This design comes from an exercise in tuning for small area, a short achievable clock period and few clock cycles per item on the open sky130 flow, not from production work.
Only simulation tests tie the RTL to the original design; equivalence was not proved.
No activity file was given, so power comes from the tool's default toggle rates.

==> inputs of build 55 <==
// color_key_corner_search
module color_key_corner_search #(
	parameter int unsigned FRAME_WIDTH  = 640,
	parameter int unsigned FRAME_HEIGHT = 480,
	parameter int unsigned RADIUS       = 25
) (
	input  wire logic                                clk,
	input  wire logic                                arst_n,
	input  wire logic                                s_axis_tvalid,
	output logic                                     s_axis_tready,
	input  wire logic [ckcs_pkg::IN_TDATA_W-1:0]     s_axis_tdata,
	input  wire logic                                s_axis_tlast,
	output logic                                     m_axis_tvalid,
	input  wire logic                                m_axis_tready,
	output logic [ckcs_pkg::OUT_TDATA_W-1:0]         m_axis_tdata,
	input  wire logic                                cfg_wen,
	input  wire logic [ckcs_pkg::CFG_IDX_W-1:0]      cfg_addr,
	input  wire logic [ckcs_pkg::CFG_DAT_W-1:0]      cfg_wdata
);
export LEC_CHECK = 0
export CAP_MARGIN = 5
export CORE_MARGIN = 2
export CORE_UTILIZATION = 40
export SETUP_SLACK_MARGIN = 4.8
export SLEW_MARGIN = 5
create_clock -name core_clock -period 7.5 [get_ports {clk}]
standard.sh (not shown) runs the stock make flow with config.mk's settings and CLKGATE_MAP_FILE= SYNTH_SCRIPT=/design/flow/synth_recipe.tcl, a recipe that flattens the netlist after the stock synthesis.
==> flow/flow/run.sh <==
#!/bin/bash
# Standard layout, with the port buffers made from buf_1 cells.
cp standard.sh standard_sh.txt
export BUFFER_PORTS_ARGS="-buffer_cell sky130_fd_sc_hd__buf_1"
bash standard.sh > standard.log 2>&1
==> trial 51: changes against build 55 <==
--- a/flow/design.v
+++ b/flow/design.v
@@ -160,17 +160,15 @@
 		s2 = s1 ^ k1 ^ y;
 		k2 = {(s1 & k1) | (s1 & y) | (k1 & y), dv_c};
 		co = {s2, dy[8]} > {~k2[9:0], 1'b0};
 		kmatch = ~(k2[10] ^ nt_hi ^ co);
 	endfunction
 	logic [9:0] l_a, l_b, l_s1, l_k1, r_a, r_b, r_s1, r_k1;
 	logic [1:0] lm, rm;
-	logic       last2_q, lin2_q, rin2_q;
-	logic [1:0] lm2_q, rm2_q;
-	logic       lhit2, lb2, rhit2, rb2;
+	logic       last2_q, lhit2_q, lb2_q, rhit2_q, rb2_q;
 	logic [8:0] row2_q, ch2_q;
 	logic [10:0] ql2_q, qr2_q;    
 	always_comb begin
 		l_a  = {2'b00, lu_q[7:0]};
 		l_b  = {2'b00, lv_q[7:0]};
 		l_s1 = l_a ^ l_b ^ nthr[9:0];
 		l_k1 = {(l_a & l_b) | (l_a & nthr[9:0]) | (l_b & nthr[9:0]), lu_q[8]};
@@ -185,56 +183,52 @@
 	end
 	always_ff @(posedge clk) begin
 		row2_q  <= row1_q;
 		ch2_q   <= ch1_q;
 		ql2_q   <= 11'(row1_q) - 11'({ch1_q, 1'b0}) - 11'd1;
 		qr2_q   <= 11'(row1_q) + 11'({ch1_q, 1'b0});
 		last2_q <= last1_q;
-		lin2_q  <= lin1_q;
-		rin2_q  <= rin1_q;
-		lm2_q   <= lm;
-		rm2_q   <= rm;
+		lhit2_q <= lin1_q && (lm[0] || lm[1]);
+		lb2_q   <= !lm[0];
+		rhit2_q <= rin1_q && (rm[0] || rm[1]);
+		rb2_q   <= rm[1];
 	end
 	logic [8:0]  lb_row, rb_row;
 	logic [9:0]  lb_col, rb_col;
 	logic        l_upd, r_upd, load;
 	function automatic logic nonneg3(input logic [12:0] a, input logic [12:0] b,
 			input logic [12:0] c, input logic e0, input logic e1);
 		logic [12:0] s1, k1;
 		logic        co;
 		s1 = a ^ b ^ c;
 		k1 = {((a[11:0] & b[11:0]) | (a[11:0] & c[11:0]) | (b[11:0] & c[11:0])), e0};
 		co = {s1[11:0], e1} > {~k1[11:0], 1'b0};
 		nonneg3 = ~(s1[12] ^ k1[12] ^ co);
 	endfunction
 	always_comb begin
-		lhit2 = lin2_q && (lm2_q[0] || lm2_q[1]);
-		lb2 = !lm2_q[0];
-		rhit2 = rin2_q && (rm2_q[0] || rm2_q[1]);
-		rb2 = rm2_q[1];
-		l_upd = v2_q && lhit2 && nonneg3({{2{ql2_q[10]}}, ql2_q}, {3'd0, lb_col}, ~{4'd0, lb_row},
-			!lb2, 1'b0);
-		r_upd = v2_q && rhit2 && nonneg3({2'd0, qr2_q}, ~{3'd0, rb_col}, ~{4'd0, rb_row},
-			rb2, 1'b1);
+		l_upd = v2_q && lhit2_q && nonneg3({{2{ql2_q[10]}}, ql2_q}, {3'd0, lb_col}, ~{4'd0, lb_row},
+			!lb2_q, 1'b0);
+		r_upd = v2_q && rhit2_q && nonneg3({2'd0, qr2_q}, ~{3'd0, rb_col}, ~{4'd0, rb_row},
+			rb2_q, 1'b1);
 		load  = !v2_q && !in_frame_q && !res_valid_q;
 	end
 	always_ff @(posedge clk) begin
 		if (load) begin
 			lb_row <= {l_syh, 1'b0};
 			lb_col <= l_exm1;
 			rb_row <= {r_syh, 1'b0};
 			rb_col <= {r_sxh, 1'b0};
 		end else begin
 			if (l_upd) begin
 				lb_row <= row2_q;
-				lb_col <= {ch2_q, lb2};
+				lb_col <= {ch2_q, lb2_q};
 			end
 			if (r_upd) begin
 				rb_row <= row2_q;
-				rb_col <= {ch2_q, rb2};
+				rb_col <= {ch2_q, rb2_q};
 			end
 		end
 	end
 	always_ff @(posedge clk or negedge arst_n) begin
 		if (!arst_n) begin
 			tready_q    <= 1'b1;
 			cw_q        <= 1'b0;
Settings changed: CAP_MARGIN 5 to 20, SETUP_SLACK_MARGIN 4.8 to 4.6, SLEW_MARGIN 5 to 20.
==> trial 3: changes against build 55 <==
--- a/flow/design.v
+++ b/flow/design.v
@@ -64,31 +64,24 @@
 	input  wire logic                                m_axis_tready,
 	output logic [ckcs_pkg::OUT_TDATA_W-1:0]         m_axis_tdata,
 	input  wire logic                                cfg_wen,
 	input  wire logic [ckcs_pkg::CFG_IDX_W-1:0]      cfg_addr,
 	input  wire logic [ckcs_pkg::CFG_DAT_W-1:0]      cfg_wdata
 );
 	localparam logic [10:0] RAD = 11'(RADIUS);
-	logic        cw_q;          
-	logic [2:0]  cw_addr_q;
-	logic [9:0]  cw_data_q;
 	logic [10:0] w_c, w_hi;
 	logic [9:0]  w_lo;
 	always_comb begin
-		w_c  = cw_addr_q[0] ? 11'(cw_data_q[8:0]) : 11'(cw_data_q);
+		w_c  = cfg_addr[0] ? 11'(cfg_wdata[8:0]) : 11'(cfg_wdata[9:0]);
 		w_lo = 10'((w_c > RAD) ? ((w_c - RAD) >> 1) : 11'd0);
-		if (cw_addr_q[0]) begin
+		if (cfg_addr[0]) begin
 			w_hi = (w_c + RAD <= 11'(FRAME_HEIGHT)) ? (w_c + RAD - 11'd1) : 11'(FRAME_HEIGHT - 1);
 		end else begin
 			w_hi = (w_c + RAD <= 11'(FRAME_WIDTH)) ? (w_c + RAD - 11'd1) : 11'(FRAME_WIDTH - 1);
 		end
-	end
-	always_ff @(posedge clk) begin
-		cw_addr_q <= cfg_addr;
-		cw_data_q <= cfg_wdata[9:0];
 	end
 	logic [8:0]  l_sxh, r_sxh;      
 	logic [9:0]  l_exm1, r_exm1;    
 	logic [7:0]  l_syh, r_syh;      
 	logic [8:0]  l_eym1, r_eym1;    
 	logic [23:0] l_nkey, r_nkey;    
 	logic [10:0] nthr;              
@@ -101,31 +94,25 @@
 			r_sxh  <= '0;
 			r_exm1 <= 10'(RADIUS - 1);
 			r_syh  <= '0;
 			r_eym1 <= 9'(RADIUS - 1);
 			l_nkey <= ~ckcs_pkg::KEY_RESET;
 			r_nkey <= ~ckcs_pkg::KEY_RESET;
 			nthr   <= 11'd1024 - 11'(ckcs_pkg::THR_RESET);
-		end else begin
-			if (cw_q && !cw_addr_q[2]) begin
-				case (cw_addr_q[1:0])
-					2'd0: begin l_sxh <= w_lo[8:0]; l_exm1 <= w_hi[9:0]; end
-					2'd1: begin l_syh <= w_lo[7:0]; l_eym1 <= w_hi[8:0]; end
-					2'd2: begin r_sxh <= w_lo[8:0]; r_exm1 <= w_hi[9:0]; end
-					default: begin r_syh <= w_lo[7:0]; r_eym1 <= w_hi[8:0]; end
-				endcase
-			end
-			if (cfg_wen) begin
-				case (cfg_addr)
-					3'd4: l_nkey <= ~cfg_wdata[23:0];
-					3'd5: r_nkey <= ~cfg_wdata[23:0];
-					3'd6: nthr   <= 11'd1024 - 11'(cfg_wdata[9:0]);
-					default: ;
-				endcase
-			end
+		end else if (cfg_wen) begin
+			case (cfg_addr)
+				3'd0: begin l_sxh <= w_lo[8:0]; l_exm1 <= w_hi[9:0]; end
+				3'd1: begin l_syh <= w_lo[7:0]; l_eym1 <= w_hi[8:0]; end
+				3'd2: begin r_sxh <= w_lo[8:0]; r_exm1 <= w_hi[9:0]; end
+				3'd3: begin r_syh <= w_lo[7:0]; r_eym1 <= w_hi[8:0]; end
+				3'd4: l_nkey <= ~cfg_wdata[23:0];
+				3'd5: r_nkey <= ~cfg_wdata[23:0];
+				3'd6: nthr   <= 11'd1024 - 11'(cfg_wdata[9:0]);
+				default: ;
+			endcase
 		end
 	end
 	logic [8:0] i_row, i_ch;
 	assign i_row = s_axis_tdata[40:32];
 	assign i_ch  = s_axis_tdata[50:42];
 	function automatic logic [8:0] kdiff(input logic [7:0] x, input logic [7:0] nk);
 		logic [8:0] t;
@@ -160,19 +147,16 @@
 		s2 = s1 ^ k1 ^ y;
 		k2 = {(s1 & k1) | (s1 & y) | (k1 & y), dv_c};
 		co = {s2, dy[8]} > {~k2[9:0], 1'b0};
 		kmatch = ~(k2[10] ^ nt_hi ^ co);
 	endfunction
 	logic [9:0] l_a, l_b, l_s1, l_k1, r_a, r_b, r_s1, r_k1;
 	logic [1:0] lm, rm;
-	logic       last2_q, lin2_q, rin2_q;
-	logic [1:0] lm2_q, rm2_q;
-	logic       lhit2, lb2, rhit2, rb2;
+	logic       last2_q, lhit2_q, lb2_q, rhit2_q, rb2_q;
 	logic [8:0] row2_q, ch2_q;
-	logic [10:0] ql2_q, qr2_q;    
 	always_comb begin
 		l_a  = {2'b00, lu_q[7:0]};
 		l_b  = {2'b00, lv_q[7:0]};
 		l_s1 = l_a ^ l_b ^ nthr[9:0];
 		l_k1 = {(l_a & l_b) | (l_a & nthr[9:0]) | (l_b & nthr[9:0]), lu_q[8]};
 		r_a  = {2'b00, ru_q[7:0]};
 		r_b  = {2'b00, rv_q[7:0]};
@@ -182,77 +166,71 @@
 		lm[1] = kmatch(ly1_q, l_s1, l_k1[9:0], lv_q[8], nthr[10]);
 		rm[0] = kmatch(ry0_q, r_s1, r_k1[9:0], rv_q[8], nthr[10]);
 		rm[1] = kmatch(ry1_q, r_s1, r_k1[9:0], rv_q[8], nthr[10]);
 	end
 	always_ff @(posedge clk) begin
 		row2_q  <= row1_q;
 		ch2_q   <= ch1_q;
-		ql2_q   <= 11'(row1_q) - 11'({ch1_q, 1'b0}) - 11'd1;
-		qr2_q   <= 11'(row1_q) + 11'({ch1_q, 1'b0});
 		last2_q <= last1_q;
-		lin2_q  <= lin1_q;
-		rin2_q  <= rin1_q;
-		lm2_q   <= lm;
-		rm2_q   <= rm;
+		lhit2_q <= lin1_q && (lm[0] || lm[1]);
+		lb2_q   <= !lm[0];
+		rhit2_q <= rin1_q && (rm[0] || rm[1]);
+		rb2_q   <= rm[1];
 	end
 	logic [8:0]  lb_row, rb_row;
 	logic [9:0]  lb_col, rb_col;
 	logic        l_upd, r_upd, load;
-	function automatic logic nonneg3(input logic [12:0] a, input logic [12:0] b,
-			input logic [12:0] c, input logic e0, input logic e1);
-		logic [12:0] s1, k1;
+	function automatic logic nonneg4(input logic [12:0] a, input logic [12:0] b,
+			input logic [12:0] c, input logic [12:0] d, input logic e0, input logic e1);
+		logic [12:0] s1, k1, s2, k2;
 		logic        co;
 		s1 = a ^ b ^ c;
-		k1 = {((a[11:0] & b[11:0]) | (a[11:0] & c[11:0]) | (b[11:0] & c[11:0])), e0};
-		co = {s1[11:0], e1} > {~k1[11:0], 1'b0};
-		nonneg3 = ~(s1[12] ^ k1[12] ^ co);
+		k1 = {((a & b) | (a & c) | (b & c)), e0};
+		s2 = s1 ^ k1 ^ d;
+		k2 = {((s1[11:0] & k1[11:0]) | (s1[11:0] & d[11:0]) | (k1[11:0] & d[11:0])), e1};
+		co = {s2[11:0], 1'b0} > {~k2[11:0], 1'b0};
+		nonneg4 = ~(s2[12] ^ k2[12] ^ co);
 	endfunction
 	always_comb begin
-		lhit2 = lin2_q && (lm2_q[0] || lm2_q[1]);
-		lb2 = !lm2_q[0];
-		rhit2 = rin2_q && (rm2_q[0] || rm2_q[1]);
-		rb2 = rm2_q[1];
-		l_upd = v2_q && lhit2 && nonneg3({{2{ql2_q[10]}}, ql2_q}, {3'd0, lb_col}, ~{4'd0, lb_row},
-			!lb2, 1'b0);
-		r_upd = v2_q && rhit2 && nonneg3({2'd0, qr2_q}, ~{3'd0, rb_col}, ~{4'd0, rb_row},
-			rb2, 1'b1);
+		l_upd = v2_q && lhit2_q && nonneg4({4'd0, row2_q}, {3'd0, lb_col}, ~{4'd0, lb_row},
+			~{3'd0, ch2_q, 1'b0}, !lb2_q, 1'b0);
+		r_upd = v2_q && rhit2_q && nonneg4({4'd0, row2_q}, {3'd0, ch2_q, 1'b0}, ~{4'd0, rb_row},
+			~{3'd0, rb_col}, rb2_q, 1'b1);
 		load  = !v2_q && !in_frame_q && !res_valid_q;
 	end
 	always_ff @(posedge clk) begin
 		if (load) begin
 			lb_row <= {l_syh, 1'b0};
 			lb_col <= l_exm1;
 			rb_row <= {r_syh, 1'b0};
 			rb_col <= {r_sxh, 1'b0};
 		end else begin
 			if (l_upd) begin
 				lb_row <= row2_q;
-				lb_col <= {ch2_q, lb2};
+				lb_col <= {ch2_q, lb2_q};
 			end
 			if (r_upd) begin
 				rb_row <= row2_q;
-				rb_col <= {ch2_q, rb2};
+				rb_col <= {ch2_q, rb2_q};
 			end
 		end
 	end
 	always_ff @(posedge clk or negedge arst_n) begin
 		if (!arst_n) begin
 			tready_q    <= 1'b1;
-			cw_q        <= 1'b0;
 			v1_q        <= 1'b0;
 			v2_q        <= 1'b0;
 			in_frame_q  <= 1'b0;
 			res_valid_q <= 1'b0;
 		end else begin
-			cw_q <= cfg_wen;
 			v1_q <= s_axis_tvalid && tready_q;
 			v2_q <= v1_q;
-			if (cfg_wen || (s_axis_tvalid && tready_q && s_axis_tlast)) begin
+			if (s_axis_tvalid && tready_q && s_axis_tlast) begin
 				tready_q <= 1'b0;
-			end else if ((res_valid_q && m_axis_tready) || cw_q) begin
+			end else if (res_valid_q && m_axis_tready) begin
 				tready_q <= 1'b1;
 			end
 			if (v2_q) begin
 				in_frame_q <= !last2_q;
 			end
 			if (v2_q && last2_q) begin
 				res_valid_q <= 1'b1;
==> flow/run.sh (new file) <==
#!/bin/bash
# synth_recipe.tcl (not shown) runs the flow's synth.tcl, then flattens the netlist and writes it again
# the make line also repeats each setting of config.mk as NAME=value (left out here)
make -C /OpenROAD-flow-scripts/flow DESIGN_CONFIG=/design/flow/config.mk WORK_HOME=/design/flow/orfs CLKGATE_MAP_FILE= SYNTH_SCRIPT=/design/flow/synth_recipe.tcl finish
Settings changed: CAP_MARGIN 5 to 20, SETUP_SLACK_MARGIN 4.8 to default, SLEW_MARGIN 5 to 20.
removed: flow/flow/run.sh
removed: flow/standard.sh
==> comparison <==
The lowest combinational power belongs to trial 51, the highest to build 55. Register-to-register slack: build 55 > trial 51 > trial 3. The lowest sequential share of layout area belongs to trial 3, the highest to trial 51. Trial 51 went through all stages and came out clean. Trial 3 went through all stages and came out clean. Build 55 went through all stages and came out clean. Synthesized cell count, highest first: trial 51, build 55, trial 3. Via count: trial 3 < trial 51 < build 55. The highest final area belongs to build 55, the lowest to trial 3. Fmax: build 55 > trial 51 > trial 3. Wire length: trial 3 < trial 51 < build 55. Sequential cell count: trial 3 < trial 51 < build 55.
==> figures <==
Final Cycle Share: build 55 38.8%; trial 51 40.8%; trial 3 57.1%
Startpoint Class: build 55 flip-flop; trial 51 flip-flop; trial 3 primary input
Maximum fanout encountered on the critical timing path: build 55 3; trial 51 3; trial 3 17
Crit path max-delay cell type: build 55 sky130_fd_sc_hd__fa_2; trial 51 sky130_fd_sc_hd__dfstp_2; trial 3 sky130_fd_sc_hd__clkdlybuf4s50_1
Met2 GRT Util: build 55 34.0%; trial 51 31.4%; trial 3 30.9%
Data arrival time of the worst path: build 55 3.34 ns; trial 51 3.56 ns; trial 3 4.71 ns
Number of iterations in the first detailed-routing pass: build 55 5; trial 51 5; trial 3 6
Sequential logic power: build 55 2.55 mW; trial 51 2.55 mW; trial 3 2.39 mW
Minimum period implied by the final worst setup slack: build 55 2.91 ns; trial 51 3.06 ns; trial 3 4.28 ns
# clock sinks: build 55 326; trial 51 324; trial 3 289
Worst path bufs/invs: build 55 0; trial 51 0; trial 3 2
Startpoint of the tightest hold check path: build 55 last1_q; trial 51 last1_q; trial 3 ch1_q[6]
Routed met1 length: build 55 22300 um; trial 51 22300 um; trial 3 21700 um
Switch Pwr: build 55 3.41 mW; trial 51 3.26 mW; trial 3 3.19 mW
Total of clock buffers placed in the layout: build 55 56; trial 51 54; trial 3 51
FP Rows: build 55 80; trial 51 79; trial 3 77
Layout non-clock buf frac: build 55 4.99%; trial 51 3.30%; trial 3 6.16%
Status: build 55 no timing/DRC/antenna violations; trial 51 no timing/DRC/antenna violations; trial 3 no timing/DRC/antenna violations
Multiplexer fraction of the synthesized cell area: build 55 1.12%; trial 51 0.913%; trial 3 0.803%
Multi-input gate share of total cell area: build 55 49.2%; trial 51 49.6%; trial 3 48.1%
Testbench counts of build 55, summed over its fixed seeds: cycles 2,457,656, items 2,457,600.
Testbench counts of trial 51, summed over its fixed seeds: cycles 2,457,656, items 2,457,600.
Testbench counts of trial 3, summed over its fixed seeds: cycles 2,457,648, items 2,457,600.

-- static timing again, ports no longer ideal --
How much do the figures lean on ideal ports? The routed layouts below were timed once more, with nothing changed but the port constraints.
Step 1 sets driving cells, clkbuf_16 on the clock port and buf_2 on the other inputs (assumed; they add their load-dependent delay and slew).
Step 2 moves the port delays by t, midway between the first and last clock arrival at a register: inputs arrive t later, outputs are due t later. That takes back most of the time a late clock gives input paths.
Slacks: no drivers / after step 1 / after step 2; pairs: no drivers / after step 1.
run | t (ns) | slack for setup (ns) | worst setup path after step 2
build 55 | 0.603 | 4.593 / 4.593 / 4.071 | input to register
trial 51 | 0.599 | 4.442 / 4.442 / 4.047 | input to register
trial 3 | 0.575 | 3.219 / 3.249 / 2.674 | input to register
After both steps every run listed still meets setup and hold. For trial 3, which loses most, drivers alone change the setup slack by +0.030 ns; drivers and shift together by -0.545 ns.
